This is an optimization exercise on Yosys and OpenROAD, whose aim is small area, a short achievable clock period and few clock cycles, not a production implementation. RTL that was checked went through simulation tests only; none was proved equivalent to the original. No activity file was given, so power comes from the tool's default toggle rates.

==> module dsp_slice_top, before the edit <==
module dsp_slice_top (
	input logic clk,
	input logic reset,
	input logic wb_cyc,
	input logic wb_stb,
	input logic wb_we,
	input logic [2:0] wb_adr,
	input logic [31:0] wb_dat_w,
	output logic [31:0] wb_dat_r,
	output logic wb_ack
);
	localparam int aw = dsp_pkg::a_width;
	localparam int bw = dsp_pkg::b_width;
	localparam int pw = dsp_pkg::p_width;
	logic req;
	logic we_a, we_b, we_c_lo, we_c_hi, we_ctrl;
	logic [aw-1:0] a;
	logic [bw-1:0] b;
	logic [pw-1:0] c;
	logic [1:0] opcode;
	logic [1:0] mode;
	logic cin;
	logic [pw-1:0] p;
	logic cout;
	logic step1, step2, exec, fin;
	logic [5:0] bq;  
	logic [pw:0] sc_s, sc_c;
	logic sc_zero;
	assign req = wb_cyc & wb_stb & ~wb_ack & ~(wb_we & (wb_adr == dsp_pkg::addr_ctrl) & step1);
	assign we_a = req & wb_we & (wb_adr == dsp_pkg::addr_a);
	assign we_b = req & wb_we & (wb_adr == dsp_pkg::addr_b);
	assign we_c_lo = req & wb_we & (wb_adr == dsp_pkg::addr_c_lo);
	assign we_c_hi = req & wb_we & (wb_adr == dsp_pkg::addr_c_hi);
	assign we_ctrl = req & wb_we & (wb_adr == dsp_pkg::addr_ctrl);
	always_ff @(posedge clk) begin
		if (reset) begin
			wb_ack <= 1'b0;
			a <= '0;
			b <= '0;
			c <= '0;
			opcode <= 2'd0;
			mode <= 2'd0;
			cin <= 1'b0;
		end else begin
			wb_ack <= req;
			if (we_a) a <= wb_dat_w[aw-1:0];
			if (we_b) b <= wb_dat_w[bw-1:0];
			if (we_c_lo) c[31:0] <= wb_dat_w;
			if (we_c_hi) c[pw-1:32] <= wb_dat_w[pw-33:0];
			if (we_ctrl) begin
				opcode <= wb_dat_w[1:0];
				mode <= wb_dat_w[3:2];
				cin <= wb_dat_w[4];
			end
		end
	end
	always_ff @(posedge clk) begin
		if (reset) begin
			step1 <= 1'b0;
			step2 <= 1'b0;
			exec <= 1'b0;
			fin <= 1'b0;
			bq <= '0;
		end else begin
			step1 <= we_a | we_b | exec;  
			step2 <= step1;
			exec <= we_ctrl;
			fin <= exec;
			if (we_ctrl)
				bq <= wb_dat_w[1] ? 6'd0 : b[5:0];  
			else if (we_b)
				bq <= wb_dat_w[17:12];
			else if (we_a | exec)
				bq <= b[17:12];
			else if (step1)
				bq <= b[11:6];
			else if (step2)
				bq <= b[5:0];
		end
	end
	logic sel_fb;   
	logic sel_ab;   
	logic sel_cx;   
	logic sel_wp;   
	logic sel_wc;   
	logic ex_cin;
	logic kill12, kill24;
	logic split12, split24;
	logic [pw:0] r1, r2;
	logic [pw-1:0] w_row;
	logic sc_zero_next;
	assign sc_zero_next = ~step1 & sc_zero;
	always_ff @(posedge clk) begin
		if (reset) begin
			sel_fb <= 1'b0;
			sel_ab <= 1'b0;
			sel_cx <= 1'b0;
			sel_wp <= 1'b0;
			sel_wc <= 1'b0;
			ex_cin <= 1'b0;
			kill12 <= 1'b0;
			kill24 <= 1'b0;
		end else begin
			sel_fb <= (step1 & ~(we_a | we_b | exec)) | (we_ctrl & ~wb_dat_w[1] & ~sc_zero_next);
			sel_ab <= we_ctrl & (wb_dat_w[1:0] == 2'd2);
			sel_cx <= we_ctrl & (wb_dat_w[1:0] == 2'd3);
			sel_wp <= we_ctrl & wb_dat_w[0];
			sel_wc <= we_ctrl & ~wb_dat_w[0];
			ex_cin <= we_ctrl & wb_dat_w[4] & ~(wb_dat_w[1] & wb_dat_w[3]);
			kill12 <= we_ctrl & wb_dat_w[1] & (wb_dat_w[3:2] == 2'd3);
			kill24 <= we_ctrl & wb_dat_w[1] & wb_dat_w[3];
		end
	end
	assign r1 = ({(pw + 1){sel_fb}} & {sc_s[pw-6:0], 6'd0}) |
		({(pw + 1){sel_ab}} & {{(pw + 1 - aw - bw){1'b0}}, a, b}) |
		({(pw + 1){sel_cx}} & {1'b0, c});
	assign r2 = {(pw + 1){sel_fb}} & {sc_c[pw-6:0], 6'd0};
	assign w_row = ({pw{sel_wp}} & p) | ({pw{sel_wc}} & c);
	assign split12 = opcode[1] & (mode == 2'd3);
	assign split24 = opcode[1] & mode[1];
	logic [pw:0] t_s, t_c;
	dsp_csa_tree u_tree (
		.a(a),
		.bq(bq),
		.r1(r1),
		.r2(r2),
		.w(w_row),
		.cin(ex_cin),
		.kill12(kill12),  
		.kill24(kill24),
		.kill36(kill12),
		.s(t_s),
		.c(t_c)
	);
	always_ff @(posedge clk) begin
		if (step1 | step2 | exec) begin
			sc_s <= t_s;
			sc_c <= t_c;
		end
	end
	always_ff @(posedge clk) begin
		if (reset)
			sc_zero <= 1'b1;
		else if (step1)
			sc_zero <= 1'b0;
	end
	logic [pw:0] sum;
	dsp_simd_adder u_adder (
		.s(sc_s),
		.c(sc_c),
		.split12(split12),
		.split24(split24),
		.sum(sum)
	);
	logic [pw-1:0] p_now;
	logic cout_now;
	assign p_now = fin ? sum[pw-1:0] : p;
	assign cout_now = fin ? sum[pw] : cout;
	always_ff @(posedge clk) begin
		if (reset) begin
			p <= '0;
			cout <= 1'b0;
		end else if (fin) begin
			p <= sum[pw-1:0];
			cout <= sum[pw];
		end
	end
	logic [31:0] rd_data;
	always_comb begin
		case (wb_adr)
			dsp_pkg::addr_a: rd_data = {{(32 - aw){1'b0}}, a};
			dsp_pkg::addr_b: rd_data = {{(32 - bw){1'b0}}, b};
			dsp_pkg::addr_c_lo: rd_data = c[31:0];
			dsp_pkg::addr_c_hi: rd_data = {{(64 - pw){1'b0}}, c[pw-1:32]};
			dsp_pkg::addr_ctrl: rd_data = {27'b0, cin, mode, opcode};
			dsp_pkg::addr_p_lo: rd_data = p_now[31:0];
			dsp_pkg::addr_p_hi: rd_data = {1'b0, 14'b0, cout_now, p_now[pw-1:32]};  
			default: rd_data = '0;
		endcase
	end
	always_ff @(posedge clk) begin
		wb_dat_r <= rd_data;
	end
endmodule
Settings: LEC_CHECK=0, ABC_CLOCK_PERIOD_IN_PS=3000, CAP_MARGIN=20, CORE_MARGIN=2, CORE_UTILIZATION=40, SLEW_MARGIN=20; clock period 10.0 ns.
standard.sh (not shown) runs the stock make flow with config.mk's settings and CLKGATE_MAP_FILE= SYNTH_SCRIPT=/design/flow/synth_recipe.tcl, a recipe that flattens the netlist after the stock synthesis.
==> flow/flow/run.sh <==
#!/bin/bash
set -o pipefail
export SETUP_SLACK_MARGIN=6.8
export BUFFER_PORTS_ARGS="-buffer_cell sky130_fd_sc_hd__buf_2"
bash standard.sh > standard.log 2>&1
The starting point finished clean.
Testbench counts at the start, summed over its fixed seeds: cycles 23,130.
Change:
--- a/flow/design.v
+++ b/flow/design.v
@@ -1924,8 +1924,9 @@
 	localparam int bw = dsp_pkg::b_width;
 	localparam int pw = dsp_pkg::p_width;
 	logic req;
 	logic we_a, we_b, we_c_lo, we_c_hi, we_ctrl;
+	logic wr_c_lo, wr_c_hi;  
 	logic [aw-1:0] a;
 	logic [bw-1:0] b;
 	logic [pw-1:0] c;
 	logic [1:0] opcode;
@@ -1945,20 +1946,24 @@
 	assign we_ctrl = req & wb_we & (wb_adr == dsp_pkg::addr_ctrl);
 	always_ff @(posedge clk) begin
 		if (reset) begin
 			wb_ack <= 1'b0;
+			wr_c_lo <= 1'b0;
+			wr_c_hi <= 1'b0;
 			a <= '0;
 			b <= '0;
 			c <= '0;
 			opcode <= 2'd0;
 			mode <= 2'd0;
 			cin <= 1'b0;
 		end else begin
 			wb_ack <= req;
+			wr_c_lo <= we_c_lo;
+			wr_c_hi <= we_c_hi;
 			if (we_a) a <= wb_dat_w[aw-1:0];
 			if (we_b) b <= wb_dat_w[bw-1:0];
-			if (we_c_lo) c[31:0] <= wb_dat_w;
-			if (we_c_hi) c[pw-1:32] <= wb_dat_w[pw-33:0];
+			if (wr_c_lo) c[31:0] <= wb_dat_w;
+			if (wr_c_hi) c[pw-1:32] <= wb_dat_w[pw-33:0];
 			if (we_ctrl) begin
 				opcode <= wb_dat_w[1:0];
 				mode <= wb_dat_w[3:2];
 				cin <= wb_dat_w[4];
Effect:
- via count fell by 2.4%
- wire length fell by 1.2%
- cell count fell by 2.1%
- sequential power hardly moves
- sequential share of layout area fell by 0.19 points
- synthesized cell count fell by 4.6%
- worst setup slack loses 0.10 ns
- global-route usage fell by 0.26 points
- clock power stays flat
- first-iteration DRC count fell by 7.7%
- final area rose by 1.2%
- clock skew rose by 0.0078 ns
Only the layout flow was run in the second run of this note; the RTL was not checked for function there.

## afterwards: timing with drivers on the ports
In the flow no input, the clock included, has a driving cell. The finished layouts below were timed again as built, in two steps. Step 1 sets driving cells, clkbuf_16 on the clock port and buf_2 on the other inputs (assumed; they add their load-dependent delay and slew). Step 2 adds t to the input delays and takes it off the output delays; t is the mean of the earliest and latest rising clock arrival at the registers after step 1. Input paths then give back, and output paths get back, about the clock's delay inside the block. Three values: ideal ports, drivers, drivers and shift; two values: the first two.
run	t, ns	setup WS [ns]	hold WS [ns]	cell pins on the clock port's net
the first run	0.605	6.539 / 6.539 / 6.208	0.440 / 0.440 / 0.440	1
the second run	0.601	6.439 / 6.439 / 6.008	0.463 / 0.463 / 0.463	1
After both steps setup and hold are still met in every run listed. The setup slack of the second run, which loses most, moves by 0.000 ns with the drivers and by -0.431 ns with both steps.
